Source: an optimization exercise on an open RTL-to-GDS flow (aim: small area). Production flows keep margins and buffers that such runs may drop.
Function was checked by simulation only, so behaviour that the tests miss may differ from the original.
Power figures rest on the tool's default switching activity, not on a simulated workload.

==> design/flow/design.v <==
`timescale 1ns/1ps
package decode_pkg;
    typedef enum logic [3:0] {
        OP_ADD,
        OP_SUB,
        OP_AND,
        OP_OR,
        OP_SLT,
        OP_LW,
        OP_SW,
        OP_BEQ,
        OP_BNE,
        OP_NONE
    } op_e;
    typedef enum logic [1:0] {
        PIPE_NONE,
        PIPE_ALU,
        PIPE_MEM,
        PIPE_BRU
    } pipe_e;
    typedef struct packed {
        logic [32-1:0]   pc;
        logic [31:0]            insn;
    } fetch_t;
    typedef struct packed {
        logic [32-1:0]   pc;
        pipe_e                  pipe;
        op_e                    op;
        logic [5-1:0]  src0;
        logic [5-1:0]  src1;
        logic [5-1:0]  dst;      
        logic [32-1:0]   imm;
        logic                   load;
        logic                   store;
    } uop_t;
    typedef struct packed {
        logic [4-1:0]  rob;
        logic [32-1:0]   value;
    } wb_t;
    typedef struct packed {
        logic [4-1:0]  rob;
        logic [32-1:0]   pc;
        logic [5-1:0]  dst;
        logic [32-1:0]   value;
        logic                   load;
        logic                   store;
    } commit_t;
    typedef struct packed {
        uop_t                   uop;
        logic [4-1:0]  dst_rob;
        logic [4-1:0]  src0_rob;
        logic                   src0_ready;
        logic [32-1:0]   src0_value;
        logic [4-1:0]  src1_rob;
        logic                   src1_ready;
        logic [32-1:0]   src1_value;
    } issue_t;
endpackage
`timescale 1ns/1ps
module decode_stage (
    input  logic        i_clk,
    input  logic        i_reset,
    input  logic        i_if_valid,
    input  logic [31:0] i_if_pc,
    input  logic [31:0] i_if_insn,
    output logic        o_if_readyn,
    input  logic        i_issue_readyn,
    output logic        o_issue_valid,
    output logic [31:0] o_issue_pc,
    output logic [1:0]  o_issue_pipe,
    output logic [3:0]  o_issue_op,
    output logic [4:0]  o_issue_src0,
    output logic [4:0]  o_issue_src1,
    output logic [4:0]  o_issue_dst,
    output logic [31:0] o_issue_imm,
    output logic        o_issue_load,
    output logic        o_issue_store,
    output logic [3:0]  o_issue_dst_rob,
    output logic [3:0]  o_issue_src0_rob,
    output logic        o_issue_src0_ready,
    output logic [31:0] o_issue_src0_value,
    output logic [3:0]  o_issue_src1_rob,
    output logic        o_issue_src1_ready,
    output logic [31:0] o_issue_src1_value,
    input  logic        i_wb_en,
    input  logic [3:0]  i_wb_rob,
    input  logic [31:0] i_wb_value,
    output logic        o_commit_valid,
    output logic        o_commit_ready,
    output logic [3:0]  o_commit_rob,
    output logic [31:0] o_commit_pc,
    output logic [4:0]  o_commit_dst,
    output logic [31:0] o_commit_value,
    output logic        o_commit_load,
    output logic        o_commit_store,
    input  logic        i_commit_en
);
    localparam logic [3:0] C_ADDU  = 4'd0;
    localparam logic [3:0] C_SUBU  = 4'd1;
    localparam logic [3:0] C_AND   = 4'd2;
    localparam logic [3:0] C_OR    = 4'd3;
    localparam logic [3:0] C_SLT   = 4'd4;
    localparam logic [3:0] C_LW    = 4'd5;
    localparam logic [3:0] C_SW    = 4'd6;
    localparam logic [3:0] C_BEQ   = 4'd7;
    localparam logic [3:0] C_BNE   = 4'd8;
    localparam logic [3:0] C_NONE  = 4'd9;
    localparam logic [3:0] C_ADDIU = 4'd10;
    function automatic logic [3:0] classify(input logic [31:0] w);
        logic [3:0] c;
        c = C_NONE;
        case (w[31:26])
            6'h00: begin
                case (w[5:0])
                    6'h21: c = C_ADDU;
                    6'h23: c = C_SUBU;
                    6'h24:  c = C_AND;
                    6'h25:   c = C_OR;
                    6'h2a:  c = C_SLT;
                    default:      c = C_NONE;
                endcase
            end
            6'h09: c = C_ADDIU;
            6'h23:    c = C_LW;
            6'h2b:    c = C_SW;
            6'h04:   c = C_BEQ;
            6'h05:   c = C_BNE;
            default:        c = C_NONE;
        endcase
        classify = c;
    endfunction
    function automatic logic [4:0] src0_of(input logic [3:0] c, input logic [25:0] w);
        src0_of = (c != C_NONE) ? w[25:21] : 5'd0;
    endfunction
    function automatic logic [4:0] src1_of(input logic [3:0] c, input logic [25:0] w);
        src1_of = (c == C_LW || c == C_NONE || c == C_ADDIU) ? 5'd0 : w[20:16];
    endfunction
    function automatic logic [4:0] dst_of(input logic [3:0] c, input logic [25:0] w);
        if (c <= C_SLT)                     dst_of = w[15:11];
        else if (c == C_LW || c == C_ADDIU) dst_of = w[20:16];
        else                                dst_of = 5'd0;
    endfunction
    logic        s1_v, s2_v;
    logic [31:0] s1_pc, s2_pc, s3_pc;
    logic [3:0]  s1_c, s2_c, s3_c;
    logic [25:0] s1_w, s2_w, s3_w;
    logic        s3_rdy0, s3_rdy1;
    logic [3:0]  s3_rob0, s3_rob1;
    logic [4:0]  count;
    logic [3:0]  head;
    logic [3:0]  last;         
    logic [3:0]  new_tag;
    logic        alloc;
    logic        fetch_en;
    assign alloc   = s2_v;
    assign new_tag = last + 4'd1;
    logic full;
    always_comb begin
        case (count)
            5'd16:   full = 1'b1;
            5'd15:   full = s1_v | s2_v;
            5'd14:   full = s1_v & s2_v;
            default: full = 1'b0;
        endcase
        o_if_readyn = i_issue_readyn | full;
    end
    assign fetch_en = i_if_valid & ~o_if_readyn;
    always_ff @(posedge i_clk) begin
        if (i_reset) begin
            s1_v          <= 1'b0;
            s2_v          <= 1'b0;
            o_issue_valid <= 1'b0;
            count         <= '0;
            head          <= '0;
            last          <= 4'hf;
        end else begin
            s1_v          <= fetch_en;
            s2_v          <= s1_v;
            o_issue_valid <= s2_v;
            count         <= count + 5'(alloc) - 5'(i_commit_en);
            if (i_commit_en) head <= head + 4'd1;
            if (alloc)       last <= new_tag;
        end
    end
    logic [4:0] s2_src0, s2_src1, s2_dst;
    assign s2_src0 = src0_of(s2_c, s2_w);
    assign s2_src1 = src1_of(s2_c, s2_w);
    assign s2_dst  = dst_of(s2_c, s2_w);
    logic [31:1] rdy;                
    logic [3:0]  ptag [1:31];          
    logic [31:0] ff   [1:31];          
    logic [31:1] wmatch;             
    logic [31:1] adst;               
    logic [31:0] wdata;
    assign wdata = i_wb_value & {32{~i_reset}};
    for (genvar r = 1; r < 32; r++) begin : g_reg
        assign wmatch[r] = i_wb_en & ~rdy[r] & (ptag[r] == i_wb_rob);
        assign adst[r]   = alloc & (s2_dst == 5'(r));
        always_ff @(posedge i_clk) begin
            if (i_reset || wmatch[r]) begin
                ff[r] <= wdata;
            end
            if (adst[r]) begin
                ptag[r] <= new_tag;
            end
            if (i_reset) begin
                rdy[r] <= 1'b1;
            end else if (adst[r]) begin
                rdy[r] <= 1'b0;
            end else if (wmatch[r]) begin
                rdy[r] <= 1'b1;
            end
        end
    end
    function automatic logic [31:0] dec32(input logic [4:0] a);
        dec32 = 32'd1 << a;
    endfunction
    function automatic logic [15:0] dec16(input logic [3:0] a);
        dec16 = 16'd1 << a;
    endfunction
    logic [31:0] sel0, sel1;
    logic        rdy0, rdy1;
    logic [3:0]  tag0, tag1;
    assign sel0 = dec32(s2_src0);
    assign sel1 = dec32(s2_src1);
    always_comb begin
        rdy0 = sel0[0];
        rdy1 = sel1[0];
        tag0 = '0;
        tag1 = '0;
        for (int r = 1; r < 32; r++) begin
            rdy0 = rdy0 | (sel0[r] & rdy[r]);
            rdy1 = rdy1 | (sel1[r] & rdy[r]);
            tag0 = tag0 | ({4{sel0[r]}} & ptag[r]);
            tag1 = tag1 | ({4{sel1[r]}} & ptag[r]);
        end
    end
    always_ff @(posedge i_clk) begin
        s1_pc   <= i_if_pc;
        s1_c    <= classify(i_if_insn);
        s1_w    <= i_if_insn[25:0];
        s2_pc   <= s1_pc;
        s2_c    <= s1_c;
        s2_w    <= s1_w;
        s3_pc   <= s2_pc;
        s3_c    <= s2_c;
        s3_w    <= s2_w;
        s3_rob0 <= tag0;
        s3_rob1 <= tag1;
        s3_rdy0 <= rdy0 | (i_wb_en & (i_wb_rob == tag0));
        s3_rdy1 <= rdy1 | (i_wb_en & (i_wb_rob == tag1));
    end
    logic [31:0] isel0, isel1;
    always_comb begin
        o_issue_pc       = s3_pc;
        o_issue_op       = (s3_c == C_ADDIU) ? 4'd0 : s3_c;
        case (s3_c)
            C_ADDU, C_SUBU, C_AND, C_OR, C_SLT, C_ADDIU: o_issue_pipe = decode_pkg::PIPE_ALU;
            C_LW, C_SW:   o_issue_pipe = decode_pkg::PIPE_MEM;
            C_BEQ, C_BNE: o_issue_pipe = decode_pkg::PIPE_BRU;
            default:      o_issue_pipe = decode_pkg::PIPE_NONE;
        endcase
        o_issue_src0     = src0_of(s3_c, s3_w);
        o_issue_src1     = src1_of(s3_c, s3_w);
        o_issue_dst      = dst_of(s3_c, s3_w);
        o_issue_imm      = {{16{s3_w[15]}}, s3_w[15:0]};
        o_issue_load     = (s3_c == C_LW);
        o_issue_store    = (s3_c == C_SW);
        o_issue_dst_rob  = last;
        o_issue_src0_rob = s3_rob0;
        o_issue_src1_rob = s3_rob1;
        o_issue_src0_ready = s3_rdy0;
        o_issue_src1_ready = s3_rdy1;
        isel0 = dec32(o_issue_src0);
        isel1 = dec32(o_issue_src1);
        o_issue_src0_value = '0;
        o_issue_src1_value = '0;
        for (int r = 1; r < 32; r++) begin
            o_issue_src0_value = o_issue_src0_value | ({32{isel0[r]}} & ff[r]);
            o_issue_src1_value = o_issue_src1_value | ({32{isel1[r]}} & ff[r]);
        end
    end
    logic [31:0] pc_mem  [16];
    logic [4:0]  dst_mem [16];
    logic [31:0] val_mem [16];
    logic [15:0] ld_mem, st_mem, done;
    logic [15:0] asel, wsel, hsel;
    assign asel = dec16(new_tag);
    assign wsel = dec16(i_wb_rob);
    assign hsel = dec16(head);
    for (genvar e = 0; e < 16; e++) begin : g_rob
        always_ff @(posedge i_clk) begin
            if (alloc && asel[e]) begin
                pc_mem[e]  <= s2_pc;
                dst_mem[e] <= s2_dst;
                ld_mem[e]  <= (s2_c == C_LW);
                st_mem[e]  <= (s2_c == C_SW);
            end
            if (i_wb_en && wsel[e]) begin
                val_mem[e] <= i_wb_value;
            end
            if (i_wb_en && wsel[e]) begin
                done[e] <= 1'b1;
            end else if (alloc && asel[e]) begin
                done[e] <= 1'b0;
            end
        end
    end
    logic d;
    always_comb begin
        o_commit_rob   = head;
        o_commit_pc    = '0;
        o_commit_dst   = '0;
        o_commit_value = '0;
        o_commit_load  = 1'b0;
        o_commit_store = 1'b0;
        d              = 1'b0;
        for (int e = 0; e < 16; e++) begin
            o_commit_pc    = o_commit_pc    | ({32{hsel[e]}} & pc_mem[e]);
            o_commit_dst   = o_commit_dst   | ({5{hsel[e]}}  & dst_mem[e]);
            o_commit_value = o_commit_value | ({32{hsel[e]}} & val_mem[e]);
            o_commit_load  = o_commit_load  | (hsel[e] & ld_mem[e]);
            o_commit_store = o_commit_store | (hsel[e] & st_mem[e]);
            d              = d              | (hsel[e] & done[e]);
        end
        o_commit_valid = (count != 5'd0);
        o_commit_ready = o_commit_valid & d;
    end
endmodule
==> design/flow/run.sh <==
#!/bin/bash
# synth_recipe.tcl (not shown) runs the flow's synth.tcl, then flattens the netlist and writes it again
# the make line also repeats each setting of config.mk as NAME=value (left out here)
make -C /OpenROAD-flow-scripts/flow DESIGN_CONFIG=/design/flow/config.mk WORK_HOME=/design/flow/orfs CLKGATE_MAP_FILE= SYNTH_SCRIPT=/design/flow/synth_recipe.tcl finish
==> design/flow/config.mk <==
export PLATFORM = sky130hd
export DESIGN_NAME = decode_stage
export DESIGN_NICKNAME = decode_stage
export VERILOG_FILES = /design/flow/design.v
export SDC_FILE = /design/flow/constraint.sdc
export NUM_CORES = 4
export LEC_CHECK = 0
export CAP_MARGIN = 20
export CORE_MARGIN = 2
export CORE_UTILIZATION = 45
export SLEW_MARGIN = 20
==> design/flow/constraint.sdc <==
create_clock -name core_clock -period 7.0 [get_ports {i_clk}]
set_input_delay 1.4000 -clock core_clock [delete_from_list [all_inputs] [get_ports {i_clk}]]
set_output_delay 1.4000 -clock core_clock [all_outputs]
set_load 0.01 [all_outputs]
==> results.toml, run 1 <==
[timing]
period_share_pct = 98.5
fin_tns_setup_ns = 0
setup_viol = 0
slew_violations = 0
fmax_mhz = 145
holdWs_ns = 0.324
period_minus_slack_ns = 6.89
rsz0062_at_grt = "false"
clock_skew_ns = 0.0803
layout_setup_ws_ns = 0.106
finalHoldViolCount = 0
maxSlewHeadroom_pct = 9.01
worst_pin_slew_ns = 1.36

[die]
die_area_um2 = 222000
start_util_pct = 45.3
core_area_um2 = 217000
ios = 350
fp.dieH_um = 471
std_cell_rows = 171
die_w_um = 471

[synthesis]
synthSimpleGateAreaFrac_pct = 5.79
syn_nets = 6314
synth-compound-area-share_pct = 15.6
ys_ff_latch = 2513
synth_top_family_by_area = "compound AO/OA/AOI/OAI gates"
synth.mux.area_fraction_pct = 0.883
synth_enable_flop_cells = 2252
synth.distinct_cells = 86
ys_seq_area_share_pct = 74.1
netlist_instances = 6186
avgSynthCellArea_um2 = 15.9
async_flop_share_pct = 0
synth_area_um2 = 98300
synth_adder_area_share_pct = 0.298
synthFlopType = "edfxtp_1"
synthXorXnorAreaFrac_pct = 0.792
yosysWarnings = 6

[critical_path]
cp-end-kind = "output port"
worstPathArrival_ns = 5.49
crit_required_ns = 5.60
cp_max_fo = 21
cp-start-kind = "flip-flop"
crit_type = "reg2out"

[pwr]
cellPowerDensity_nw_per_um2 = 295
total_power_mw = 34.0
p_leak_nw = 38.2
ir_drop_mv = 0.261

[detailed_routing]
drt-pass1-iter-count = 11
wirelength_mm = 404
drt_iter0_markers = 13668
drc = 0
routedWlPerCell_um = 41.8
drt.antenna.violating_nets = 0
vias = 69940
via_per_inst = 7.23

[clocking]
postCtsHoldBufs = 0
clockBufferDepth = 4
clkLatencyLatePin_ns = 0.98
post_cts_buffers = 1
clock-root-buffer = "clkbuf_16"
path_clk_slew_ns = 0.06
tritoncts = "done"
postCtsResizedCells = 0
clock_sinks = 2513
cts_buffers = 280
htreeDepth = 5

[final_layout]
syn_to_final_growth_pct = 17.4
final_cells = 9676
nets = 6737
drive_gt1_share_pct = 13.3
layout_commonest_cell = "edfxtp_1"
fillers = 17488
final_cell_mix = "2,252 x edfxtp_1, 598 x a22oi_1, 448 x a22o_1"
stdcell_area_um2 = 115000
fin_util_pct = 53.1

[global_routing]
gr-total-overflow = 0
grt_use_total_pct = 35.3
grt_max_degree = 57
antenna_found_initial = 17
grt_pass1_vias = 66084
grt_pass1_wl_mm = 545

[status]
status = "complete, no violations"

[place]
routabilityCongestion = 0.994
dpl.hpwl_mm = 230
port_buffers = 349
placed_cell_area_um2 = 106000
place_ws_ns = 0.858
dp.cells = 9180

[job]
max_cap_violations = 0

[worst_hold_path]
hp-class = "reg2reg"
## cell type report
type,instances,area [µm²],area share [%]
Antenna cell,15,37.5,0.0325
Clock buffer,358,7780,6.74
Clock inverter,122,1210,1.05
Inverter,113,424,0.368
Multi-Input combinational cell,3089,23800,20.6
Sequential cell,2513,72900,63.2
Tap cell,2854,3570,3.10
Timing Repair Buffer,612,5680,4.92
## state kept, by name, indices dropped and copies added (netlist names), 16 cells and up
| register | cells |
|---|---|
| pc_mem | 512 |
| s1_pc | 32 |
| s3_pc | 32 |
| val_mem | 512 |
| s2_w | 26 |
| rdy | 31 |
| s2_pc | 32 |
| ff | 992 |
| st_mem | 16 |
| dst_mem | 80 |
| s1_w | 26 |
| s3_w | 26 |
| done | 16 |
| ld_mem | 16 |
| ptag | 124 |
## report_power, final
group / total (mW) / leakage [nW] / switching (mW) / internal [mW]
Combinational: 2.12 / 10.3 / 1.44 / 0.683
Clock: 14.6 / 4.38 / 5.95 / 8.62
Sequential: 17.3 / 23.6 / 0.363 / 16.9
Total: 34.0 / 38.2 / 7.76 / 26.2
## cell usage after synthesis, types with 7 or more instances
cell type,n,area share [%]
edfxtp_1,2252,69
a22oi_1,598,4.6
a22o_1,448,4.0
a221oi_1,438,3.9
clkbuf_1,303,1.2
dfxtp_1,261,5.3
nand4_1,199,1.3
nand2_1,143,0.55
nor2_1,119,0.45
nand3_1,115,0.59
inv_1,112,0.43
and3_1,100,0.64
buf_2,81,0.41
a222oi_1,80,0.81
nor3_1,65,0.33
nor2b_1,58,0.37
o21ai_0,50,0.25
xnor2_1,47,0.42
o22ai_1,46,0.29
buf_1,44,0.17
mux2i_1,44,0.45
and2_1,42,0.27
buf_4,42,0.32
xor2_1,40,0.36
a31oi_1,34,0.22
a21oi_1,32,0.16
or3_1,31,0.20
nand3b_1,27,0.21
nand2b_1,25,0.16
nor4_1,25,0.16
mux2_2,22,0.25
ha_1,21,0.27
a2111oi_0,18,0.16
o211ai_1,12,0.092
a21o_1,11,0.084
a32oi_1,10,0.089
o32ai_1,10,0.089
nand4b_1,9,0.080
nor3b_1,9,0.069
o32a_1,9,0.092
or2_1,9,0.057
mux4_2,8,0.18
nor4b_1,8,0.071
and4_1,7,0.062
## routing by layer
metal	share of wire, %	global-route usage [%]	up-vias
met2	43	51.6	6504
li1	-	-	26833
met1	37	47.7	35006
met4	6.6	18.1	6
met3	14	10.8	1591
met5	0.046	0	-
## worst paths after layout
kind | start | to | slack [ns] | cells after the start
worst max-delay path | s3_c[3] | o_issue_src1_value[1] | 0.11 | 9
worst min-delay path | s2_w[8] | s3_w[8] | 0.32 | 0
worst max register to register | s2_c[0] | ptag[15][1] | 2.92 | 7
worst min register to register | s2_w[8] | s3_w[8] | 0.32 | 0
## kinds of logic (layout without fill, tap and decap cells)
group / count (synthesis) / count (layout)
buf+inv: 584 / 1205
simple gates: 1023 / 1023
flops: 2513 / 2513
fa+ha+maj: 23 / 23
xor+xnor: 88 / 88
other cells: 0 / 15
mux: 74 / 74
compound gates: 1881 / 1881
## worst max-delay path, stage by stage (launching register included)
cell,delay [ns]
dfxtp_1,0.70
xor2_2,0.43
a2111oi_2,0.81
and3_2,1.11
buf_4,0.35
a22o_1,0.16
a221oi_1,0.06
nand4_1,0.16
or3_1,0.19
clkdlybuf4s50_1,0.56
==> run 2: changes to the inputs <==
--- a/design/flow/design.v
+++ b/design/flow/design.v
@@ -143,7 +143,9 @@
     logic        s1_v, s2_v;
     logic [31:0] s1_pc, s2_pc, s3_pc;
     logic [3:0]  s1_c, s2_c, s3_c;
-    logic [25:0] s1_w, s2_w, s3_w;
+    logic [25:0] s1_w, s2_w;
+    logic [15:0] s3_imm;
+    logic [4:0]  s3_src0, s3_src1, s3_dst;
     logic        s3_rdy0, s3_rdy1;
     logic [3:0]  s3_rob0, s3_rob1;
     logic [4:0]  count;
@@ -186,55 +188,82 @@
     assign s2_src0 = src0_of(s2_c, s2_w);
     assign s2_src1 = src1_of(s2_c, s2_w);
     assign s2_dst  = dst_of(s2_c, s2_w);
-    logic [31:1] rdy;                
-    logic [3:0]  ptag [1:31];          
-    logic [31:0] ff   [1:31];          
-    logic [31:1] wmatch;             
-    logic [31:1] adst;               
-    logic [31:0] wdata;
-    assign wdata = i_wb_value & {32{~i_reset}};
-    for (genvar r = 1; r < 32; r++) begin : g_reg
-        assign wmatch[r] = i_wb_en & ~rdy[r] & (ptag[r] == i_wb_rob);
-        assign adst[r]   = alloc & (s2_dst == 5'(r));
+    function automatic logic [31:0] dec32(input logic [4:0] a);
+        dec32 = 32'd1 << a;
+    endfunction
+    function automatic logic [15:0] dec16(input logic [3:0] a);
+        dec16 = 16'd1 << a;
+    endfunction
+    function automatic logic [3:0] enc16(input logic [15:0] m);
+        enc16 = '0;
+        for (int e = 0; e < 16; e++) enc16 = enc16 | ({4{m[e]}} & 4'(e));
+    endfunction
+    logic [31:0] pc_mem  [16];
+    logic [4:0]  dst_mem [16];
+    logic [31:0] val_mem [16];
+    logic [15:0] ld_mem, st_mem, done;
+    logic [15:0] young;              
+    logic [15:0] asel, wsel, hsel;
+    logic [15:0] m0, m1, ma;         
+    assign asel = dec16(new_tag);
+    assign wsel = dec16(i_wb_rob);
+    assign hsel = dec16(head);
+    for (genvar e = 0; e < 16; e++) begin : g_rob
+        assign m0[e] = young[e] & (dst_mem[e] == s2_src0);
+        assign m1[e] = young[e] & (dst_mem[e] == s2_src1);
+        assign ma[e] = young[e] & (dst_mem[e] == s2_dst);
         always_ff @(posedge i_clk) begin
-            if (i_reset || wmatch[r]) begin
-                ff[r] <= wdata;
+            if (alloc && asel[e]) begin
+                pc_mem[e]  <= s2_pc;
+                dst_mem[e] <= s2_dst;
+                ld_mem[e]  <= (s2_c == C_LW);
+                st_mem[e]  <= (s2_c == C_SW);
+            end
+            if (i_wb_en && wsel[e]) begin
+                val_mem[e] <= i_wb_value;
             end
-            if (adst[r]) begin
-                ptag[r] <= new_tag;
+            if (i_wb_en && wsel[e]) begin
+                done[e] <= 1'b1;
+            end else if (alloc && asel[e]) begin
+                done[e] <= 1'b0;
             end
             if (i_reset) begin
-                rdy[r] <= 1'b1;
-            end else if (adst[r]) begin
-                rdy[r] <= 1'b0;
-            end else if (wmatch[r]) begin
-                rdy[r] <= 1'b1;
+                young[e] <= 1'b0;
+            end else if (alloc && asel[e]) begin
+                young[e] <= (s2_dst != 5'd0);
+            end else if ((alloc && ma[e]) || (i_commit_en && hsel[e])) begin
+                young[e] <= 1'b0;
             end
         end
     end
-    function automatic logic [31:0] dec32(input logic [4:0] a);
-        dec32 = 32'd1 << a;
-    endfunction
-    function automatic logic [15:0] dec16(input logic [3:0] a);
-        dec16 = 16'd1 << a;
-    endfunction
-    logic [31:0] sel0, sel1;
-    logic        rdy0, rdy1;
-    logic [3:0]  tag0, tag1;
-    assign sel0 = dec32(s2_src0);
-    assign sel1 = dec32(s2_src1);
+    logic [31:0] ff [1:31];
+    logic [31:0] wdata;
+    logic [4:0]  wdst;
+    logic        wyoung;
+    logic [31:0] wreg;
+    assign wdata = i_wb_value & {32{~i_reset}};
     always_comb begin
-        rdy0 = sel0[0];
-        rdy1 = sel1[0];
-        tag0 = '0;
-        tag1 = '0;
-        for (int r = 1; r < 32; r++) begin
-            rdy0 = rdy0 | (sel0[r] & rdy[r]);
-            rdy1 = rdy1 | (sel1[r] & rdy[r]);
-            tag0 = tag0 | ({4{sel0[r]}} & ptag[r]);
-            tag1 = tag1 | ({4{sel1[r]}} & ptag[r]);
+        wdst   = '0;
+        wyoung = 1'b0;
+        for (int e = 0; e < 16; e++) begin
+            wdst   = wdst   | ({5{wsel[e]}} & dst_mem[e]);
+            wyoung = wyoung | (wsel[e] & young[e]);
         end
     end
+    assign wreg = dec32(wdst) & {32{i_wb_en & wyoung}};
+    for (genvar r = 1; r < 32; r++) begin : g_reg
+        always_ff @(posedge i_clk) begin
+            if (i_reset || wreg[r]) begin
+                ff[r] <= wdata;
+            end
+        end
+    end
+    logic       rdy0, rdy1;
+    logic [3:0] tag0, tag1;
+    assign rdy0 = ~|m0 | |(m0 & done) | (i_wb_en & |(m0 & wsel));
+    assign rdy1 = ~|m1 | |(m1 & done) | (i_wb_en & |(m1 & wsel));
+    assign tag0 = enc16(m0);
+    assign tag1 = enc16(m1);
     always_ff @(posedge i_clk) begin
         s1_pc   <= i_if_pc;
         s1_c    <= classify(i_if_insn);
@@ -244,11 +273,14 @@
         s2_w    <= s1_w;
         s3_pc   <= s2_pc;
         s3_c    <= s2_c;
-        s3_w    <= s2_w;
+        s3_imm  <= s2_w[15:0];
+        s3_src0 <= s2_src0;
+        s3_src1 <= s2_src1;
+        s3_dst  <= s2_dst;
         s3_rob0 <= tag0;
         s3_rob1 <= tag1;
-        s3_rdy0 <= rdy0 | (i_wb_en & (i_wb_rob == tag0));
-        s3_rdy1 <= rdy1 | (i_wb_en & (i_wb_rob == tag1));
+        s3_rdy0 <= rdy0;
+        s3_rdy1 <= rdy1;
     end
     logic [31:0] isel0, isel1;
     always_comb begin
@@ -260,10 +292,10 @@
             C_BEQ, C_BNE: o_issue_pipe = decode_pkg::PIPE_BRU;
             default:      o_issue_pipe = decode_pkg::PIPE_NONE;
         endcase
-        o_issue_src0     = src0_of(s3_c, s3_w);
-        o_issue_src1     = src1_of(s3_c, s3_w);
-        o_issue_dst      = dst_of(s3_c, s3_w);
-        o_issue_imm      = {{16{s3_w[15]}}, s3_w[15:0]};
+        o_issue_src0     = s3_src0;
+        o_issue_src1     = s3_src1;
+        o_issue_dst      = s3_dst;
+        o_issue_imm      = {{16{s3_imm[15]}}, s3_imm};
         o_issue_load     = (s3_c == C_LW);
         o_issue_store    = (s3_c == C_SW);
         o_issue_dst_rob  = last;
@@ -280,32 +312,6 @@
             o_issue_src1_value = o_issue_src1_value | ({32{isel1[r]}} & ff[r]);
         end
     end
-    logic [31:0] pc_mem  [16];
-    logic [4:0]  dst_mem [16];
-    logic [31:0] val_mem [16];
-    logic [15:0] ld_mem, st_mem, done;
-    logic [15:0] asel, wsel, hsel;
-    assign asel = dec16(new_tag);
-    assign wsel = dec16(i_wb_rob);
-    assign hsel = dec16(head);
-    for (genvar e = 0; e < 16; e++) begin : g_rob
-        always_ff @(posedge i_clk) begin
-            if (alloc && asel[e]) begin
-                pc_mem[e]  <= s2_pc;
-                dst_mem[e] <= s2_dst;
-                ld_mem[e]  <= (s2_c == C_LW);
-                st_mem[e]  <= (s2_c == C_SW);
-            end
-            if (i_wb_en && wsel[e]) begin
-                val_mem[e] <= i_wb_value;
-            end
-            if (i_wb_en && wsel[e]) begin
-                done[e] <= 1'b1;
-            end else if (alloc && asel[e]) begin
-                done[e] <= 1'b0;
-            end
-        end
-    end
     logic d;
     always_comb begin
         o_commit_rob   = head;
--- a/design/flow/config.mk
+++ b/design/flow/config.mk
@@ -8,4 +8,6 @@
 export CAP_MARGIN = 20
 export CORE_MARGIN = 2
 export CORE_UTILIZATION = 45
+export CTS_CLUSTER_DIAMETER = 80
+export CTS_CLUSTER_SIZE = 30
 export SLEW_MARGIN = 20
==> results.toml, run 2 <==
[global_routing]
grt_pass1_wl_mm = 530
grt_pass1_vias = 63442
antenna_found_initial = 28
gr-total-overflow = 0
grt_max_degree = 59
grt_use_total_pct = 35.9

[place]
dp.cells = 9038
routabilityCongestion = 0.997
port_buffers = 349
dpl.hpwl_mm = 231

[clocking]
postCtsResizedCells = 0
clkLatencyLatePin_ns = 0.85
clock_sinks = 2379
tritoncts = "done"
htreeDepth = 3
path_clk_slew_ns = 0.09
post_cts_buffers = 0
clock-root-buffer = "clkbuf_16"
clockBufferDepth = 3
postCtsHoldBufs = 0
cts_buffers = 117

[worst_hold_path]
min_from = "s1_w[8]"
hp-class = "reg2reg"

[critical_path]
crit_path_end = "o_issue_src1_value[0]"
r2r_start = "dst_mem[8][1]"
cp_max_fo = 18
r2r.worst_path.cells = 8
worstPathArrival_ns = 4.74
cp-startpoint = "s3_src1[1]"
cp_slowest_cell = "nor2_4"
crit_type = "reg2out"
crit_required_ns = 5.60
cp-start-kind = "flip-flop"
slowest_delay_ns = 0.87
cp-end-kind = "output port"
r2r_slack_ns = 2.64
crit_chain = "nand2b_1 -> nor2_4 -> buf_4 -> a22o_1 -> a221oi_1 -> nand4_1 -> or3_1 -> clkdlybuf4s50_1"
r2r_end = "ff[4][25]"

[timing]
period_share_pct = 87.8
rsz0062_at_grt = "false"
holdWs_ns = 0.332
clock_skew_ns = 0.0714
fmax_mhz = 163
slew_violations = 0
finalHoldViolCount = 0
maxSlewHeadroom_pct = 10.8
fin_tns_setup_ns = 0
worst_pin_slew_ns = 1.34
setup_viol = 0
period_minus_slack_ns = 6.14

[synthesis]
syn_nets = 6238
synth.most_common_cell = "edfxtp_1"
ys_ff_latch = 2379
synthFlopType = "edfxtp_1"
synth.distinct_cells = 82
ys_seq_area_share_pct = 73.0
yosysWarnings = 5
async_flop_share_pct = 0
synthTopCellsByArea = "edfxtp_1 68%, a22oi_1 7.0%, dfxtp_1 5.3%"
netlist_instances = 6110
synth_top_cell_area_share_pct = 67.7
avgSynthCellArea_um2 = 15.5
synth_enable_flop_cells = 2128
synth_commonest_cells = "2,128 x edfxtp_1, 884 x a22oi_1, 362 x clkbuf_1"
synth_area_um2 = 94400
synth_top_area_cell = "edfxtp_1"

[detailed_routing]
drt.antenna.violating_nets = 0
routedWlPerCell_um = 42.4
drt_iter0_markers = 13526
via_per_inst = 7.27
drt-pass1-iter-count = 13
wirelength_mm = 393
vias = 67357
drc = 0

[final_layout]
final_cells = 9267
drive_gt1_share_pct = 12.3
layout_commonest_cell = "edfxtp_1"
final_cell_mix = "2,128 x edfxtp_1, 884 x a22oi_1, 348 x clkdlybuf4s50_1"
largest_register_ffs = 992
nets = 6484
syn_to_final_growth_pct = 13.4
fillers = 17210
regMostFlops = "ff"
top_regs = "ff (992), pc_mem (512), val_mem (512)"

[die]
die_w_um = 462
ios = 350
core_area_um2 = 209000
fp.dieH_um = 462
start_util_pct = 45.1
std_cell_rows = 168
die_area_um2 = 214000

[job]
max_cap_violations = 0

[pwr]
ir_drop_mv = 0.239
cellPowerDensity_nw_per_um2 = 255
p_leak_nw = 34.8

[status]
status = "complete, no violations"
run 2: power by group:
group | internal [mW] | switching [mW]
Combinational | 0.744 | 1.42
Sequential | 16.0 | 0.454
Clock | 3.60 | 5.11
run 2: cell type report:
type / instances / area [µm²] / share of cell area (%)
Timing Repair Buffer: 599 / 5860 / 5.48
Tap cell: 2805 / 3510 / 3.28
Antenna cell: 8 / 20.0 / 0.0187
Inverter: 99 / 372 / 0.347
Sequential cell: 2379 / 68900 / 64.4
Clock inverter: 83 / 1250 / 1.17
Multi-Input combinational cell: 3160 / 24100 / 22.5
Clock buffer: 134 / 3020 / 2.82
run 2: cell families (layout without fill, tap and decap cells):
group / Yosys count / after routing / synth area share, %
XOR/XNOR: 135 / 135 / 1.25
buffers and inverters: 571 / 915 / 2.42
adder cells (fa/ha/maj): 23 / 23 / 0.310
AND/OR/NAND/NOR: 1013 / 1013 / 5.84
flip-flops: 2379 / 2379 / 73.0
AO/OA/AOI/OAI: 1846 / 1846 / 15.5
other: 0 / 8 / 0
multiplexers: 143 / 143 / 1.70
run 2: per-layer routing:
metal	wire, µm	vias up	GRT usage (%)	share of wire, %
met5	247	-	0.271	0.063
met4	25800	27	18.0	6.6
met3	57000	1551	12.5	15
met2	163000	6228	51.1	41
met1	147000	33721	48.7	37
li1	-	25830	-	-
run 2: metrics by stage:
| stage | power, mW | cell area, µm² | utilization (%) | setup WS (ns) |
|---|---|---|---|---|
| 4_1_cts | 27.3 | 107000 | 51.1 | 0.885 |
| 6_report | 27.3 | 107000 | 51.2 | 0.856 |
| 3_5_place_dp | 18.9 | 103000 | 49.1 | 0.794 |
| 3_3_place_gp | 18.8 | 103000 | 49.1 | 0.727 |
| 5_1_grt | 28.0 | 107000 | 51.2 | 0.784 |
| 2_1_floorplan | 17.4 | 94400 | - | 1.16 |
run 2: how the worst min path moves through the flow:
| stage | end | cells after the start |
|---|---|---|
| final | s2_w[8] | 0 |
| after global placement | s3_imm[8] | 0 |
| after floorplan | s2_c[0] | 0 |
| after detailed placement | s2_c[0] | 0 |
| after global routing | s2_w[19] | 0 |
| after CTS | s2_w[8] | 0 |
run 2: critical path: cells and delay by family, from the launching register on:
kind | cells | cell delay (ns)
compound gates | 2 | 0.33
buf+inv | 2 | 1.29
flops | 1 | 0.35
simple gates | 4 | 1.95
==> run 3: changes to the inputs <==
==> design/flow/flow/run.sh (new file) <==
#!/bin/bash
# The standard layout (standard.sh) with three changes made through ORFS
# variables: ports are buffered with buf_1 cells, and the clock tree uses
# larger sink clusters and no dummy loads.  Every tool's output goes to the
# ORFS logs under orfs/logs; make's own output goes to flow_make.log here.
set -euo pipefail
cat >> config.mk <<'MK'
export BUFFER_PORTS_ARGS = -buffer_cell sky130_fd_sc_hd__buf_1
export CTS_ARGS = -sink_clustering_enable -repair_clock_nets -sink_clustering_size 30 -sink_clustering_max_diameter 80 -dont_use_dummy_load
MK
bash standard.sh > flow_make.log 2>&1
==> design/flow/standard.sh (new file) <==
#!/bin/bash
# synth_recipe.tcl (not shown) runs the flow's synth.tcl, then flattens the netlist and writes it again
# the make line also repeats each setting of config.mk as NAME=value (left out here)
make -C /OpenROAD-flow-scripts/flow DESIGN_CONFIG=/design/flow/config.mk WORK_HOME=/design/flow/orfs CLKGATE_MAP_FILE= SYNTH_SCRIPT=/design/flow/synth_recipe.tcl "${@:-finish}"
--- a/design/flow/config.mk
+++ b/design/flow/config.mk
@@ -8,6 +8,6 @@
 export CAP_MARGIN = 20
 export CORE_MARGIN = 2
 export CORE_UTILIZATION = 45
-export CTS_CLUSTER_DIAMETER = 80
-export CTS_CLUSTER_SIZE = 30
 export SLEW_MARGIN = 20
+export BUFFER_PORTS_ARGS = -buffer_cell sky130_fd_sc_hd__buf_1
+export CTS_ARGS = -sink_clustering_enable -repair_clock_nets -sink_clustering_size 30 -sink_clustering_max_diameter 80 -dont_use_dummy_load
removed: design/flow/run.sh
==> results.toml, run 3 <==
[status]
status = "complete, no violations"

[die]
die_area_um2 = 214000
die_w_um = 462
fp.dieH_um = 462
std_cell_rows = 168
ios = 350
core_area_um2 = 209000
start_util_pct = 45.1

[detailed_routing]
wirelength_mm = 399
drt-pass1-iter-count = 15
routedWlPerCell_um = 43.4
vias = 67791
drc = 0
via_per_inst = 7.38
drt_iter0_markers = 13299
drt.antenna.violating_nets = 0

[global_routing]
gr-total-overflow = 0
grt_busiest_layer = "met2"
grt_use_total_pct = 36.3
antenna_found_initial = 34
grtUsageMet3_pct = 13.1
grt_max_degree = 95
grt_use_met2_pct = 51.6
grt_pass1_vias = 62432
grt_pass1_wl_mm = 533
use_met1_pct = 49.7

[critical_path]
cp-end-kind = "output port"
cp_max_fo = 19
cp-start-kind = "flip-flop"
worstPathArrival_ns = 4.35
crit_type = "reg2out"
crit_required_ns = 5.60

[clocking]
clkLatencyLatePin_ns = 0.87
clock_sinks = 2379
path_clk_slew_ns = 0.08
htreeDepth = 3
clockBufferDepth = 3
cts_buffers = 115
postCtsHoldBufs = 0
clock-root-buffer = "clkbuf_16"
tritoncts = "done"
postCtsResizedCells = 0
post_cts_buffers = 0

[place]
port_buffers = 349
dpl.hpwl_mm = 231
routabilityCongestion = 1.02
placed_cell_area_um2 = 101000

[final_layout]
stdcell_area_um2 = 104000
regArea_um2 = 68900
top_regs = "ff (992), pc_mem (512), val_mem (512)"
largest_register_ffs = 992
multi_input_area_um2 = 24100
fillers = 17652
layout_commonest_cell = "edfxtp_1"
nets = 6494
syn_to_final_growth_pct = 9.62
regMostFlops = "ff"
final_cell_mix = "2,128 x edfxtp_1, 884 x a22oi_1, 348 x buf_1"
drive_gt1_share_pct = 11.3
fin_util_pct = 49.5

[timing]
slew_violations = 0
worst_pin_slew_ns = 1.32
finalHoldViolCount = 0
period_minus_slack_ns = 5.75
setup_viol = 0
fin_tns_setup_ns = 0
period_share_pct = 82.1
fmax_mhz = 174
clock_skew_ns = 0.125
maxSlewHeadroom_pct = 12.1
rsz0062_at_grt = "false"

[synthesis]
synth.most_common_cell = "edfxtp_1"
synth.distinct_cells = 82
synth_commonest_cells = "2,128 x edfxtp_1, 884 x a22oi_1, 362 x clkbuf_1"
synth-compound-area-share_pct = 15.5
synthTopCellsByArea = "edfxtp_1 68%, a22oi_1 7.0%, dfxtp_1 5.3%"
synth_enable_flop_cells = 2128
synth_top_family_by_area = "compound AO/OA/AOI/OAI gates"
synthFlopType = "edfxtp_1"
synth_area_um2 = 94400
synthSimpleGateAreaFrac_pct = 5.84
netlist_instances = 6110
synth_top_cell_area_share_pct = 67.7
synth.mux.area_fraction_pct = 1.70
async_flop_share_pct = 0
synth_top_area_cell = "edfxtp_1"
synthXorXnorAreaFrac_pct = 1.25
synth_adder_area_share_pct = 0.310
syn_nets = 6238
ys_ff_latch = 2379
avgSynthCellArea_um2 = 15.5
yosysWarnings = 5
ys_seq_area_share_pct = 73.0

[job]
max_cap_violations = 0

[pwr]
ir_drop_mv = 0.229
p_leak_nw = 33.3
cellPowerDensity_nw_per_um2 = 248

[worst_hold_path]
hp-class = "reg2reg"
## run 3: path summary, 6_finish.rpt
| path | from | to | slack, ns | depth (start not counted) |
|---|---|---|---|---|
| min reg2reg | s1_w[15] | s2_w[15] | 0.30 | 0 |
| max | s3_src1[0] | o_issue_src1_value[2] | 1.25 | 8 |
| max reg2reg | s2_c[2] | s3_rdy1 | 2.36 | 8 |
| min | s1_w[15] | s2_w[15] | 0.30 | 0 |
## run 3: metrics by stage
stage / power [mW] / hold slack, ns / instances / setup WS [ns]
global placement: 18.6 / 0.309 / 9050 / 1.20
floorplan: 17.4 / 0.310 / 6110 / 1.16
finish: 25.6 / 0.304 / 9185 / 1.25
detailed placement: 18.6 / 0.312 / 9052 / 1.25
global route: 26.2 / 0.309 / 9175 / 1.31
CTS: 25.6 / 0.303 / 9167 / 1.38
## run 3: worst max-delay path, stage by stage, from the launching register on
cell,delay (ns)
dfxtp_1,0.34
nand2b_1,0.55
nor2_4,1.08
buf_4,0.64
a22o_1,0.24
a221oi_1,0.07
nand3_1,0.13
or4_1,0.29
buf_1,0.22
## run 3: cell families (layout without fill, tap and decap cells)
| kind of cell | Yosys count | count (layout) |
|---|---|---|
| simple gates | 1013 | 1013 |
| compound gates | 1846 | 1846 |
| flops | 2379 | 2379 |
| other cells | 0 | 16 |
| mux | 143 | 143 |
| buf+inv | 571 | 825 |
| fa+ha+maj | 23 | 23 |
| xor+xnor | 135 | 135 |
## run 3: layer usage
metal	routed length [µm]	part of all wire, %	vias to the layer above
met5	552	0.14	-
met2	165000	41	6285
met4	24600	6.2	40
li1	-	-	25723
met3	58000	15	1597
met1	150000	38	34146
## run 3: final cells by class
type                       instances  area share [%]
inverter                          99           0.359
sequential                      2379            66.6
clock buffer                     115            2.78
antenna                           16          0.0387
multi-input combinational       3160            23.3
timing repair buffer             611            3.57
tap                             2805            3.39
## run 3: where the power goes
part	total, mW	switching (mW)	internal (mW)	leakage, nW
Combinational	1.96	1.45	0.508	9.59
Clock	7.22	4.31	2.91	1.42
Sequential	16.4	0.423	16.0	22.3
==> run 4: changes to the inputs <==
--- a/design/flow/design.v
+++ b/design/flow/design.v
@@ -149,7 +149,7 @@
     logic        s3_rdy0, s3_rdy1;
     logic [3:0]  s3_rob0, s3_rob1;
     logic [4:0]  count;
-    logic [3:0]  head;
+    logic [15:0] hsel;         
     logic [3:0]  last;         
     logic [3:0]  new_tag;
     logic        alloc;
@@ -173,14 +173,14 @@
             s2_v          <= 1'b0;
             o_issue_valid <= 1'b0;
             count         <= '0;
-            head          <= '0;
+            hsel          <= 16'd1;
             last          <= 4'hf;
         end else begin
             s1_v          <= fetch_en;
             s2_v          <= s1_v;
             o_issue_valid <= s2_v;
             count         <= count + 5'(alloc) - 5'(i_commit_en);
-            if (i_commit_en) head <= head + 4'd1;
+            if (i_commit_en) hsel <= {hsel[14:0], hsel[15]};
             if (alloc)       last <= new_tag;
         end
     end
@@ -203,11 +203,10 @@
     logic [31:0] val_mem [16];
     logic [15:0] ld_mem, st_mem, done;
     logic [15:0] young;              
-    logic [15:0] asel, wsel, hsel;
+    logic [15:0] asel, wsel;
     logic [15:0] m0, m1, ma;         
     assign asel = dec16(new_tag);
     assign wsel = dec16(i_wb_rob);
-    assign hsel = dec16(head);
     for (genvar e = 0; e < 16; e++) begin : g_rob
         assign m0[e] = young[e] & (dst_mem[e] == s2_src0);
         assign m1[e] = young[e] & (dst_mem[e] == s2_src1);
@@ -314,7 +313,7 @@
     end
     logic d;
     always_comb begin
-        o_commit_rob   = head;
+        o_commit_rob   = enc16(hsel);
         o_commit_pc    = '0;
         o_commit_dst   = '0;
         o_commit_value = '0;
--- a/design/flow/flow/run.sh
+++ b/design/flow/flow/run.sh
@@ -6,6 +6,6 @@
 set -euo pipefail
 cat >> config.mk <<'MK'
 export BUFFER_PORTS_ARGS = -buffer_cell sky130_fd_sc_hd__buf_1
-export CTS_ARGS = -sink_clustering_enable -repair_clock_nets -sink_clustering_size 30 -sink_clustering_max_diameter 80 -dont_use_dummy_load
+export CTS_ARGS = -sink_clustering_enable -repair_clock_nets -sink_clustering_size 24 -sink_clustering_max_diameter 80 -dont_use_dummy_load
 MK
 bash standard.sh > flow_make.log 2>&1
--- a/design/flow/config.mk
+++ b/design/flow/config.mk
@@ -10,4 +10,4 @@
 export CORE_UTILIZATION = 45
 export SLEW_MARGIN = 20
 export BUFFER_PORTS_ARGS = -buffer_cell sky130_fd_sc_hd__buf_1
-export CTS_ARGS = -sink_clustering_enable -repair_clock_nets -sink_clustering_size 30 -sink_clustering_max_diameter 80 -dont_use_dummy_load
+export CTS_ARGS = -sink_clustering_enable -repair_clock_nets -sink_clustering_size 24 -sink_clustering_max_diameter 80 -dont_use_dummy_load
==> results.toml, run 4 <==
[final_layout]
regMostFlops = "ff"
regArea_um2 = 69200
nets = 6363
layout_commonest_cell = "edfxtp_1"
top_regs = "ff (992), pc_mem (512), val_mem (512)"
largest_register_ffs = 992
final_cells = 9042
final_cell_mix = "2,128 x edfxtp_1, 612 x a22oi_1, 469 x a22o_1"
multi_input_area_um2 = 23200
syn_to_final_growth_pct = 9.79
drive_gt1_share_pct = 9.55
fillers = 17348

[synthesis]
synth_top_cell_area_share_pct = 68.2
async_flop_share_pct = 0
synth_top_area_cell = "edfxtp_1"
synthFlopType = "edfxtp_1"
synthTopCellsByArea = "edfxtp_1 68%, dfxtp_1 5.6%, a22oi_1 4.9%"
synth_commonest_cells = "2,128 x edfxtp_1, 612 x a22oi_1, 474 x a22o_1"
syn_nets = 6101
synth_area_um2 = 93700
synth.distinct_cells = 86
netlist_instances = 5979
ys_ff_latch = 2391
ys_seq_area_share_pct = 73.8
synth_enable_flop_cells = 2128
synth.most_common_cell = "edfxtp_1"
avgSynthCellArea_um2 = 15.7
yosysWarnings = 5

[global_routing]
gr-total-overflow = 0
grt_pass1_wl_mm = 526
grt_max_degree = 101
grt_use_total_pct = 35.9
grt_pass1_vias = 62602
antenna_found_initial = 31

[clocking]
clockBufferDepth = 3
path_clk_slew_ns = 0.08
clock-root-buffer = "clkbuf_16"
tritoncts = "done"
post_cts_buffers = 0
postCtsHoldBufs = 0
cts_buffers = 131
clock_sinks = 2391
clkLatencyLatePin_ns = 0.84
postCtsResizedCells = 0
htreeDepth = 4

[timing]
setup_viol = 0
maxSlewHeadroom_pct = 10.3
finalHoldViolCount = 0
period_share_pct = 81.4
worst_pin_slew_ns = 1.34
fin_tns_setup_ns = 0
fmax_mhz = 176
period_minus_slack_ns = 5.70
slew_violations = 0
clock_skew_ns = 0.0731
rsz0062_at_grt = "false"
holdWs_ns = 0.271

[die]
die_area_um2 = 212000
start_util_pct = 45.2
die_w_um = 460
fp.dieH_um = 460
ios = 350
std_cell_rows = 167
core_area_um2 = 207000

[detailed_routing]
wirelength_mm = 389
drt_iter0_markers = 13432
vias = 66901
drt.antenna.violating_nets = 0
via_per_inst = 7.40
drc = 0
routedWlPerCell_um = 43.0
drt-pass1-iter-count = 22

[critical_path]
r2r.worst_path.cells = 9
r2r_slack_ns = 2.56
r2r_start = "s2_c[2]"
crit_required_ns = 5.60
cp-end-kind = "output port"
cp-start-kind = "flip-flop"
crit_type = "reg2out"
worstPathArrival_ns = 4.30
cp_max_fo = 17
cp-startpoint = "s3_src0[3]"
r2r_end = "s3_rdy0"
crit_path_end = "o_issue_src0_value[7]"

[pwr]
cellPowerDensity_nw_per_um2 = 254
p_leak_nw = 32.7
ir_drop_mv = 0.296

[job]
max_cap_violations = 0

[place]
routabilityCongestion = 1.02
port_buffers = 349
dpl.hpwl_mm = 224
dp.cells = 8896

[status]
status = "complete, no violations"

[worst_hold_path]
hp-class = "reg2reg"
==> run 4: cell types whose count changed in the layout (fill, tap and decap cells not counted), moves of 16 or more <==
cell / previous run / this run
a22oi_1: 884 / 612
a22o_1: 253 / 469
a221oi_1: 289 / 465
mux2_2: 139 / 1
and3_1: 8 / 54
nand2_1: 163 / 118
a221o_1: 38 / 2
a21oi_1: 56 / 90
nand3_1: 196 / 173
nand4_1: 193 / 172
nor4_1: 28 / 48
inv_1: 78 / 59
clkbuf_16: 115 / 131
==> run 4: where the power goes <==
| part | internal (mW) | switching, mW |
|---|---|---|
| clock | 3.34 | 4.42 |
| combinational | 0.424 | 1.22 |
| sequential | 16.2 | 0.561 |
| total | 20.0 | 6.20 |
==> run 4: layout make-up <==
type / count / area share (%)
diodes: 15 / 0.0365
multi-input cells: 3045 / 22.5
repair buffers: 595 / 3.24
clock buffers: 131 / 3.19
well taps: 2788 / 3.39
flip-flops and latches: 2391 / 67.3
inverters: 77 / 0.281
==> run 4: cell families (layout without fill, tap and decap cells) <==
| family | count (synthesis) | count (layout) | share of synthesized area (%) |
|---|---|---|---|
| AO/OA/AOI/OAI | 1913 | 1913 | 16.5 |
| XOR/XNOR | 150 | 150 | 1.40 |
| adder cells (fa/ha/maj) | 17 | 17 | 0.232 |
| buffers and inverters | 543 | 803 | 2.32 |
| flip-flops | 2391 | 2391 | 73.8 |
| multiplexers | 4 | 4 | 0.0468 |
| other | 0 | 15 | 0 |
| AND/OR/NAND/NOR | 961 | 961 | 5.65 |
==> run 4: worst min path at each step <==
| stage | start | depth (start not counted) | to |
|---|---|---|---|
| 2_1_floorplan | s1_c[0] | 0 | s2_c[0] |
| 3_3_place_gp | s1_pc[5] | 0 | s2_pc[5] |
| 3_5_place_dp | s1_pc[1] | 0 | s2_pc[1] |
| 4_1_cts | s1_w[12] | 0 | s2_w[12] |
| 5_1_grt | s1_w[12] | 0 | s2_w[12] |
| 6_report | s1_w[12] | 0 | s2_w[12] |
==> run 4: worst max-delay path, stage by stage, from the launching register on <==
cell and delay (ns):
dfxtp_1 0.51, or3b_2 0.62, nor2_4 0.99, buf_4 0.60, a22oi_1 0.15, nand4_1 0.13, or4_1 0.28, buf_1 0.20
==> run 4: stage by stage <==
| stage | cell area, µm² | worst slack (ns) | utilization [%] | total power [mW] |
|---|---|---|---|---|
| finish | 103000 | 1.30 | 49.7 | 26.2 |
| global route | 103000 | 1.33 | 49.6 | 26.7 |
| CTS | 103000 | 1.44 | 49.6 | 26.1 |
| detailed placement | 99500 | 1.25 | 48.1 | 18.6 |
| global placement | 99400 | 1.17 | 48.0 | 18.6 |
| floorplan | 93700 | 1.28 | - | 17.6 |
==> run 4: layer usage <==
metal	global-route usage, %	wire, µm	vias up
met5	0.367	351	-
met4	20.2	28300	43
met3	12.7	56300	1773
met2	52.3	164000	6325
met1	46.6	140000	33355
li1	-	-	25405
==> run 5: changes to the inputs <==
==> design/flow/flow/run.sh (replaced) <==
#!/bin/bash
# Own layout flow: the standard layout (standard.sh's make command) with
# these changes, made through a config and a synthesis script of its own:
#  - synthesis runs synth_recipe.tcl unchanged except that Yosys's abc call
#    uses flow/abc_area.script, an area-oriented ABC mapping with a relaxed
#    delay target, in place of ORFS's speed script.  Flip-flops are mapped
#    before abc, so the registers are exactly the standard synthesis's.
#  - ports are buffered with buf_1 cells;
#  - the clock tree uses sink clusters of up to 24 sinks within 80 um, and
#    no dummy loads.
# Every tool writes its full log under orfs/logs; make's own output goes to
# flow_make.log in this folder.
set -euo pipefail
here=$(pwd)

# synth_recipe.tcl with abc's -script argument replaced
{
  head -n 1 synth_recipe.tcl
  cat <<'TCL'
proc abc {args} {
  set i [lsearch -exact $args -script]
  if {$i >= 0} { lset args [expr {$i + 1}] $::env(OWN_ABC_SCRIPT) }
  yosys abc {*}$args
}
TCL
  tail -n +2 synth_recipe.tcl
} > own_synth.tcl

cat > own_config.mk <<MK
include $here/config.mk
export OWN_ABC_SCRIPT = $here/flow/abc_area.script
export BUFFER_PORTS_ARGS = -buffer_cell sky130_fd_sc_hd__buf_1
export CTS_ARGS = -sink_clustering_enable -repair_clock_nets -sink_clustering_size 24 -sink_clustering_max_diameter 80 -dont_use_dummy_load
MK

# standard.sh, pointed at own_config.mk and own_synth.tcl
sed -e "s#DESIGN_CONFIG=$here/config.mk#DESIGN_CONFIG=$here/own_config.mk#" \
    -e "s#SYNTH_SCRIPT=$here/synth_recipe.tcl#SYNTH_SCRIPT=$here/own_synth.tcl#" \
    standard.sh > own_standard.sh
grep -q "DESIGN_CONFIG=$here/own_config.mk" own_standard.sh
grep -q "SYNTH_SCRIPT=$here/own_synth.tcl" own_standard.sh

bash own_standard.sh > flow_make.log 2>&1
==> design/flow/flow/abc_area.script (new file) <==
&get -n
&st
&dch
&nf -R 1000 -a
&st
&syn2
&dch
&nf -R 1000 -a
&put
topo
==> design/flow/config.mk (replaced) <==
export PLATFORM = sky130hd
export DESIGN_NAME = decode_stage
export DESIGN_NICKNAME = decode_stage
export VERILOG_FILES = /design/flow/design.v
export SDC_FILE = /design/flow/constraint.sdc
export NUM_CORES = 4
export LEC_CHECK = 0
export CAP_MARGIN = 20
export CORE_MARGIN = 2
export CORE_UTILIZATION = 45
export SLEW_MARGIN = 20
==> results.toml, run 5 <==
[status]
status = "complete, no violations"

[clocking]
path_clk_slew_ns = 0.09
cts_buffers = 130
clkLatencyLatePin_ns = 0.84
postCtsResizedCells = 0
clock_sinks = 2391
tritoncts = "done"
htreeDepth = 4
postCtsHoldBufs = 0
clock-root-buffer = "clkbuf_16"
post_cts_buffers = 0
clockBufferDepth = 3

[critical_path]
cp_max_fo = 20
slowest_delay_ns = 0.99
crit_required_ns = 5.60
r2r_start = "s2_c[1]"
crit_buf_inv = 2
worstPathArrival_ns = 4.37
crit_type = "reg2out"
r2r.worst_path.cells = 13
r2r_slack_ns = 3.00
cp-start-kind = "flip-flop"
r2r_end = "s3_rdy1"
critPathTopFamily = "simple AND/OR/NAND/NOR gates"
cp-end-kind = "output port"
crit_chain = "or3b_1 -> nor2_4 -> buf_4 -> a22o_1 -> a221oi_1 -> and3_1 -> nand4_1 -> buf_1"
path_depth = 8
cp_slowest_cell = "nor2_4"

[detailed_routing]
vias = 65042
drt.antenna.violating_nets = 0
via_per_inst = 7.51
drc = 0
wirelength_mm = 373
drt_iter0_markers = 17016
drt-pass1-iter-count = 14
routedWlPerCell_um = 43.1

[final_layout]
syn_to_final_growth_pct = 11.9
largest_register_ffs = 992
regArea_um2 = 69200
layout_commonest_cell = "edfxtp_1"
multi_input_area_um2 = 20900
fillers = 16456
drive_gt1_share_pct = 9.27
final_cell_mix = "2,128 x edfxtp_1, 562 x a222oi_1, 454 x a22oi_1"
nets = 6124
regMostFlops = "ff"
top_regs = "ff (992), pc_mem (512), val_mem (512)"

[timing]
holdWs_ns = 0.303
period_minus_slack_ns = 5.77
maxSlewHeadroom_pct = 11.5
slew_violations = 0
finalHoldViolCount = 0
setup_viol = 0
worst_pin_slew_ns = 1.32
clock_skew_ns = 0.115
rsz0062_at_grt = "false"
fin_tns_setup_ns = 0
period_share_pct = 82.5
fmax_mhz = 173

[worst_hold_path]
hp-class = "reg2reg"
min_from = "s2_w[1]"
hold-path-endpoint = "s3_imm[1]"
whs_path_depth = 0

[synthesis]
synth_adder_area_share_pct = 0.243
avgSynthCellArea_um2 = 17.0
synth.mux.area_fraction_pct = 0
synth_top_family_by_area = "compound AO/OA/AOI/OAI gates"
synthFlopType = "edfxtp_1"
netlist_instances = 5281
synth.distinct_cells = 51
synth-compound-area-share_pct = 14.6
yosysWarnings = 5
async_flop_share_pct = 0
synthTopCellsByArea = "edfxtp_1 71%, a222oi_1 6.3%, dfxtp_1 5.9%"
ys_ff_latch = 2391
synth_top_cell_area_share_pct = 71.2
syn_nets = 5403
synthSimpleGateAreaFrac_pct = 6.36
synth.most_common_cell = "edfxtp_1"
synthXorXnorAreaFrac_pct = 1.34
synth_enable_flop_cells = 2128
ys_seq_area_share_pct = 77.1
synth_commonest_cells = "2,128 x edfxtp_1, 562 x a222oi_1, 457 x a22oi_1"
synth_area_um2 = 89700
synth_top_area_cell = "edfxtp_1"

[global_routing]
grtUsageMet3_pct = 13.6
antenna_found_initial = 17
grt_use_met2_pct = 51.1
grt_pass1_wl_mm = 505
gr-total-overflow = 0
grt_pass1_vias = 61970
use_met1_pct = 47.6
grt_use_total_pct = 35.7
grt_busiest_layer = "met2"
grt_max_degree = 62

[pwr]
cellPowerDensity_nw_per_um2 = 258
p_leak_nw = 31.7
ir_drop_mv = 0.258
total_power_mw = 25.9
p_comb_share_pct = 6.4
internal_power_mw = 19.8
clkPwrFrac_pct = 29.7
switching_share_pct = 23.3
seq_power_share_pct = 63.9
switchingPower_mw = 6.04

[die]
ios = 350
die_area_um2 = 203000
start_util_pct = 45.4
core_area_um2 = 198000
fp.dieH_um = 451
std_cell_rows = 163
die_w_um = 451

[job]
max_cap_violations = 0

[place]
port_buffers = 349
routabilityCongestion = 1.03
dpl.hpwl_mm = 214
==> run 5: cell types whose count changed after synthesis, moves of 59 or more <==
cell      change
a221oi_1    -332
a222oi_1    +495
a22o_1      -350
a22oi_1     -155
and4_1       +59
clkbuf_1    -359
inv_1        -73
nand2_1     +228
==> run 5: metrics by stage <==
stage / cell area (µm²) / setup slack (ns) / util [%] / cells
finish: 100000 / 1.23 / 50.8 / 8660
global route: 100000 / 1.32 / 50.8 / 8653
CTS: 100000 / 1.29 / 50.7 / 8635
detailed placement: 97000 / 1.01 / 49.0 / 8505
global placement: 96900 / 1.13 / 49.0 / 8503
floorplan: 89700 / 2.50 / - / 5281
==> run 5: area by class of cell <==
type                    instances  area share (%)
inverters                      54           0.202
repair buffers                607            3.48
multi-input cells            2818            20.8
diodes                         20          0.0498
clock buffers                 130            3.24
well taps                    2640            3.29
flip-flops and latches       2391            68.9
==> run 5: layer usage <==
| metal | wire (µm) | share of wire [%] |
|---|---|---|
| met4 | 23700 | 6.4 |
| met2 | 157000 | 42 |
| met3 | 60800 | 16 |
| met5 | 110 | 0.029 |
| met1 | 132000 | 35 |
==> run 5: how the worst max path moves through the flow <==
stage | startpoint | to | slack [ns]
floorplan | i_wb_rob[0] | ff[11][0] | 2.50
global placement | i_wb_rob[1] | ff[9][7] | 1.13
detailed placement | i_wb_rob[0] | ff[9][7] | 1.01
CTS | s3_src1[4] | o_issue_src1_value[9] | 1.29
global route | i_wb_rob[1] | ff[15][13] | 1.32
finish | s3_src1[0] | o_issue_src1_value[14] | 1.23
==> run 5: logic make-up after synthesis <==
kind of cell,Yosys count
simple gates,1108
flops,2391
compound gates,1556
xor+xnor,137
buf+inv,72
fa+ha+maj,17
==> run 5: worst reg2reg max path, stage by stage, from the launching register on <==
cell and delay [ns]:
dfxtp_1 0.36, clkinv_1 0.10, ha_1 0.20, nand2_1 0.18, and3_1 0.27, nand2_1 0.14
buf_4 0.28, a22oi_1 0.25, o21ai_0 0.11, nor4_1 1.01, a22oi_1 0.21, nand4_1 0.21
o21ai_0 0.11, nand3_1 0.41
==> run 5: power by group through the flow <==
stage / logic (mW) / clock network (mW) / registers (mW)
global placement: 1.57 / 0 / 16.8
floorplan: 0.717 / 0 / 16.6
CTS: 1.59 / 7.72 / 16.5
detailed placement: 1.59 / 0 / 16.8
finish: 1.67 / 7.68 / 16.5
global route: 1.70 / 8.20 / 16.5
==> run 6: changes to the inputs <==
--- a/design/flow/flow/run.sh
+++ b/design/flow/flow/run.sh
@@ -6,7 +6,7 @@
 #    delay target, in place of ORFS's speed script.  Flip-flops are mapped
 #    before abc, so the registers are exactly the standard synthesis's.
 #  - ports are buffered with buf_1 cells;
-#  - the clock tree uses sink clusters of up to 24 sinks within 80 um, and
+#  - the clock tree uses sink clusters of up to 28 sinks within 80 um, and
 #    no dummy loads.
 # Every tool writes its full log under orfs/logs; make's own output goes to
 # flow_make.log in this folder.
@@ -30,7 +30,7 @@
 include $here/config.mk
 export OWN_ABC_SCRIPT = $here/flow/abc_area.script
 export BUFFER_PORTS_ARGS = -buffer_cell sky130_fd_sc_hd__buf_1
-export CTS_ARGS = -sink_clustering_enable -repair_clock_nets -sink_clustering_size 24 -sink_clustering_max_diameter 80 -dont_use_dummy_load
+export CTS_ARGS = -sink_clustering_enable -repair_clock_nets -sink_clustering_size 28 -sink_clustering_max_diameter 80 -dont_use_dummy_load
 MK
 
 # standard.sh, pointed at own_config.mk and own_synth.tcl
==> design/flow/flow/abc_area.script (replaced) <==
&get -n
&st
&dch
&nf -R 1000 -a
&st
&syn2
&dch
&nf -R 1000 -a
&st
&syn2
&dch
&nf -R 1000 -a
&put
topo
==> results.toml, run 6 <==
[final_layout]
layout_commonest_cell = "edfxtp_1"
final_cell_mix = "2,128 x edfxtp_1, 563 x a222oi_1, 470 x a22oi_1"
drive_gt1_share_pct = 8.96
syn_to_final_growth_pct = 11.5
nets = 6093
regMostFlops = "ff"
top_regs = "ff (992), pc_mem (512), val_mem (512)"
largest_register_ffs = 992

[global_routing]
gr-total-overflow = 0
grt_pass1_vias = 61324
grt_busiest_layer = "met2"
grt_pass1_wl_mm = 510
grt_use_total_pct = 36.1
antenna_found_initial = 21
grt_max_degree = 55
grtUsageMet3_pct = 13.1
grt_use_met2_pct = 51.9
use_met1_pct = 48.4

[synthesis]
synthTopCellsByArea = "edfxtp_1 71%, a222oi_1 6.3%, dfxtp_1 5.9%"
synth_top_area_cell = "edfxtp_1"
ys_seq_area_share_pct = 77.1
synth_top_cell_area_share_pct = 71.3
synth_area_um2 = 89700
netlist_instances = 5268
yosysWarnings = 5
synth_commonest_cells = "2,128 x edfxtp_1, 563 x a222oi_1, 474 x a22oi_1"
ys_ff_latch = 2391
async_flop_share_pct = 0
synthFlopType = "edfxtp_1"
synth.distinct_cells = 50
syn_nets = 5390
avgSynthCellArea_um2 = 17.0
synth_enable_flop_cells = 2128
synth.most_common_cell = "edfxtp_1"

[detailed_routing]
drt_iter0_markers = 16533
drc = 0
routedWlPerCell_um = 43.9
vias = 65278
wirelength_mm = 378
drt.antenna.violating_nets = 0
drt-pass1-iter-count = 19
via_per_inst = 7.57

[critical_path]
crit_required_ns = 5.60
cp-start-kind = "flip-flop"
worstPathArrival_ns = 4.47
cp-end-kind = "output port"
cp_max_fo = 20
crit_type = "reg2out"

[timing]
fin_tns_setup_ns = 0
rsz0062_at_grt = "false"
clock_skew_ns = 0.141
worst_pin_slew_ns = 1.32
setup_viol = 0
slew_violations = 0
period_share_pct = 83.8
fmax_mhz = 170
finalHoldViolCount = 0
maxSlewHeadroom_pct = 11.9
period_minus_slack_ns = 5.87

[clocking]
clockBufferDepth = 3
cts_buffers = 114
tritoncts = "done"
path_clk_slew_ns = 0.08
post_cts_buffers = 0
postCtsResizedCells = 0
clock-root-buffer = "clkbuf_16"
clkLatencyLatePin_ns = 0.86
clock_sinks = 2391
postCtsHoldBufs = 0
htreeDepth = 3

[die]
std_cell_rows = 163
ios = 350
die_w_um = 450
fp.dieH_um = 450
die_area_um2 = 203000
start_util_pct = 45.4
core_area_um2 = 198000

[place]
dpl.hpwl_mm = 218
port_buffers = 349
routabilityCongestion = 0.985

[pwr]
cellPowerDensity_nw_per_um2 = 253
total_power_mw = 25.3
ir_drop_mv = 0.276
p_leak_nw = 31.5

[job]
max_cap_violations = 0

[status]
status = "complete, no violations"

[worst_hold_path]
hp-class = "reg2reg"
-- run 6: cell families (layout without fill, tap and decap cells) --
| logic type | after synthesis | count (layout) | share of synthesized area, % |
|---|---|---|---|
| AO/OA/AOI/OAI | 1578 | 1578 | 14.8 |
| AND/OR/NAND/NOR | 1090 | 1090 | 6.24 |
| XOR/XNOR | 126 | 126 | 1.23 |
| buffers and inverters | 66 | 767 | 0.343 |
| flip-flops | 2391 | 2391 | 77.1 |
| adder cells (fa/ha/maj) | 17 | 17 | 0.243 |
| other | 0 | 11 | 0 |
-- run 6: final cells by class --
cell class / count / area [µm²]
fillers: 16341 / 97600
flip-flops and latches: 2391 / 69200
multi-input cells: 2811 / 20800
repair buffers: 605 / 3560
well taps: 2640 / 3300
clock buffers: 114 / 2850
inverters: 48 / 180
diodes: 11 / 27.5
-- run 6: layer usage --
layer / up-vias / wire, µm
met5: - / 162
met4: 22 / 24600
met3: 1524 / 59600
met2: 6641 / 159000
met1: 32530 / 135000
li1: 24561 / -
-- run 6: final timing paths --
path / startpoint / endpoint / slack [ns] / depth (start not counted)
hold reg to reg: s1_w[14] / s2_w[14] / 0.32 / 0
setup / recovery: s3_src0[3] / o_issue_src0_value[16] / 1.13 / 8
setup reg to reg: s2_c[3] / s3_rdy0 / 2.64 / 11
hold / removal: s1_w[14] / s2_w[14] / 0.32 / 0
-- run 6: report_power, final --
part	switching, mW	internal (mW)	leakage, nW
Combinational	1.18	0.401	7.67
Sequential	0.429	16.1	22.4
Clock	4.31	2.89	1.40
Total	5.92	19.4	31.5
-- run 6: critical path: stages, from the launching register on --
cell	delay, ns
dfxtp_1	0.40
or2_0	0.87
nor2_4	0.41
buf_12	0.35
a22oi_1	0.23
nand3_1	0.14
a211oi_1	0.22
nand4_1	0.63
buf_1	0.32
-- run 6: stage by stage --
step,setup slack (ns),util (%),instances,cell area (µm²),hold slack (ns)
after floorplan,2.47,-,5268,89700,0.310
after global placement,1.20,49.0,8488,96900,0.310
after detailed placement,1.10,49.1,8493,97000,0.312
after CTS,1.34,50.5,8607,99900,0.323
after global routing,1.11,50.6,8615,100000,0.330
final,1.13,50.6,8620,100000,0.322

==> re-timing with driven ports <==
In the flow no input, the clock included, has a driving cell. The finished layouts below were timed again as built, in two steps. Step 1: set_driving_cell puts a clkbuf_16 on i_clk and a buf_2 on each other input, an assumption about the parent block. Step 2 moves the port delays by t, midway between the first and last clock arrival at a register: inputs arrive t later, outputs are due t later. That takes back most of the time a late clock gives input paths. a / b / c = ideal ports / drivers / drivers and shift; a / b = the first two.
run	t (ns)	setup WS [ns]	worst data-port slew with drivers (ns)
run 1	1.027	0.106 / 0.018 / 1.045	0.12
run 2	0.919	0.856 / 0.767 / 0.521	0.12
run 3	0.897	1.254 / 1.151 / 1.038	0.13
run 4	0.900	1.303 / 1.210 / 0.975	0.21
run 5	0.884	1.225 / 1.125 / 0.621	0.16
run 6	0.891	1.135 / 1.033 / 0.848	0.17
After both steps setup and hold are still met in every run listed. The setup slack of run 5, which loses most, moves by -0.100 ns with the drivers and by -0.604 ns with both steps.
